Background: an optimization exercise with open tools, aiming at small area and a short achievable clock period. Do not read the settings as production practice. The RTL was checked by simulation tests, not by an equivalence proof against the original design. Power and IR drop assume default switching activity.

delta:
// axi_top
module axi_top (
  input  logic                  aclk,
  input  logic                  rst_n,
  input  logic [REG_ADDR_W-1:0] s_axi_lite_awaddr,
  input  logic                  s_axi_lite_awvalid,
  output logic                  s_axi_lite_awready,
  input  logic [DATA_W-1:0]     s_axi_lite_wdata,
  input  logic [STRB_W-1:0]     s_axi_lite_wstrb,
  input  logic                  s_axi_lite_wvalid,
  output logic                  s_axi_lite_wready,
  output logic [1:0]            s_axi_lite_bresp,
  output logic                  s_axi_lite_bvalid,
  input  logic                  s_axi_lite_bready,
  input  logic [REG_ADDR_W-1:0] s_axi_lite_araddr,
  input  logic                  s_axi_lite_arvalid,
  output logic                  s_axi_lite_arready,
  output logic [DATA_W-1:0]     s_axi_lite_rdata,
  output logic [1:0]            s_axi_lite_rresp,
  output logic                  s_axi_lite_rvalid,
  input  logic                  s_axi_lite_rready,
  input  logic [DATA_W-1:0]     s_axi_stream_tdata,
  input  logic [STRB_W-1:0]     s_axi_stream_tstrb,
  input  logic                  s_axi_stream_tlast,
  input  logic                  s_axi_stream_tvalid,
  output logic                  s_axi_stream_tready,
  output logic [DATA_W-1:0]     m_axi_stream_tdata,
  output logic [STRB_W-1:0]     m_axi_stream_tstrb,
  output logic                  m_axi_stream_tlast,
  output logic                  m_axi_stream_tvalid,
  input  logic                  m_axi_stream_tready
);
==> flow/config.mk <==
export PLATFORM = sky130hd
export DESIGN_NAME = axi_top
export DESIGN_NICKNAME = axi_top
export VERILOG_FILES = /design/flow/design.v
export SDC_FILE = /design/flow/constraint.sdc
export NUM_CORES = 4
export LEC_CHECK = 0
export CAP_MARGIN = 20
export CORE_MARGIN = 2
export CORE_UTILIZATION = 55
export CTS_CLUSTER_DIAMETER = 100
export CTS_CLUSTER_SIZE = 20
export SETUP_SLACK_MARGIN = 2.3
export SLEW_MARGIN = 20
export TNS_END_PERCENT = 10
==> flow/constraint.sdc <==
create_clock -name core_clock -period 4.2 [get_ports {aclk}]
set_input_delay 0.8400 -clock core_clock [delete_from_list [all_inputs] [get_ports {aclk}]]
set_output_delay 0.8400 -clock core_clock [all_outputs]
set_load 0.01 [all_outputs]
standard.sh (not shown) runs the stock make flow with config.mk's settings and CLKGATE_MAP_FILE= SYNTH_SCRIPT=/design/flow/synth_recipe.tcl, a recipe that flattens the netlist after the stock synthesis.
==> flow/flow/run.sh <==
#!/bin/bash
# Standard layout, with the port buffers made from plain buffers
export BUFFER_PORTS_ARGS="-buffer_cell sky130_fd_sc_hd__buf_2"
bash standard.sh > standard_run.log 2>&1
Modified inputs, ember compared to delta
Settings: swapping 20 for 0 in SLEW_MARGIN; swapping 20 for 0 in CAP_MARGIN; swapping 2.3 for 2.1 in SETUP_SLACK_MARGIN; swapping 20 for 25 in CTS_CLUSTER_SIZE.
==> comparison <==
On time the worst path needs with I/O delays and setup: ember sits above delta. Relative to delta, the global-route wire length before repair measured on ember has decreased slightly. ember against delta: combinational power down about 4%, total wire length after detailed routing down about 1%, number of cells upsized or downsized after cts down 25.
## Diff of input files: xenon against ember
Settings: CAP_MARGIN now 20, was 0; SLEW_MARGIN now 20, was 0; PLACE_DENSITY now 0.88, previously not set.
==> flow/flow/run.sh <==
#!/bin/bash
# Standard layout, with the port buffers made from plain buffers and the
# timing repair free to resize cells that have no footprint class
export BUFFER_PORTS_ARGS="-buffer_cell sky130_fd_sc_hd__buf_2"
bash standard.sh MATCH_CELL_FOOTPRINT=0 finish > standard_run.log 2>&1
==> comparison <==
- xenon | status: complete | timing, DRC, antenna: pass
- Relative to ember, post-route worst setup slack has gone down in xenon.
- xenon — clock group share of total power 0.4 points lower, ember as reference
- | max-cap violation count | ember vs xenon | ≈ equal |
- Of the two values seen for end point of the critical path, out_inst.tlast_q was produced by ember and out_inst.ntlast_q by xenon.
- | share of the final layout cell area in multi-input gates | ember vs xenon | ≈ equal |
- xenon ends up with a global placer's final weighted congestion that is 0.045 higher than in ember.
- Across both runs, critical path depth was lower for xenon than for ember.

==> afterwards: timing with drivers on the ports <==
How much do the figures lean on ideal ports? The routed layouts below were timed once more, with nothing changed but the port constraints.
Step 1 assumes that a clkbuf_16 drives the clock port and a buf_2 every other input.
Step 2, shift: input delay + t, output delay - t, t = (earliest + latest rising clock arrival at the registers) / 2. This alone moves slack from input paths to output paths.
a / b / c = no drivers / after step 1 / after step 2; a / b = the first two.
run | t (ns) | slack for setup (ns) | latest minus earliest clock arrival (ns)
delta | 0.700 | 2.004 / 1.952 / 1.362 | 0.024 / 0.025
ember | 0.693 | 1.978 / 1.944 / 1.332 | 0.042 / 0.042
xenon | 0.694 | 1.827 / 1.827 / 1.222 | 0.045 / 0.045
After both steps every run listed still meets setup and hold. The setup slack of ember, which loses most, moves by -0.034 ns with the drivers and by -0.646 ns with both steps.
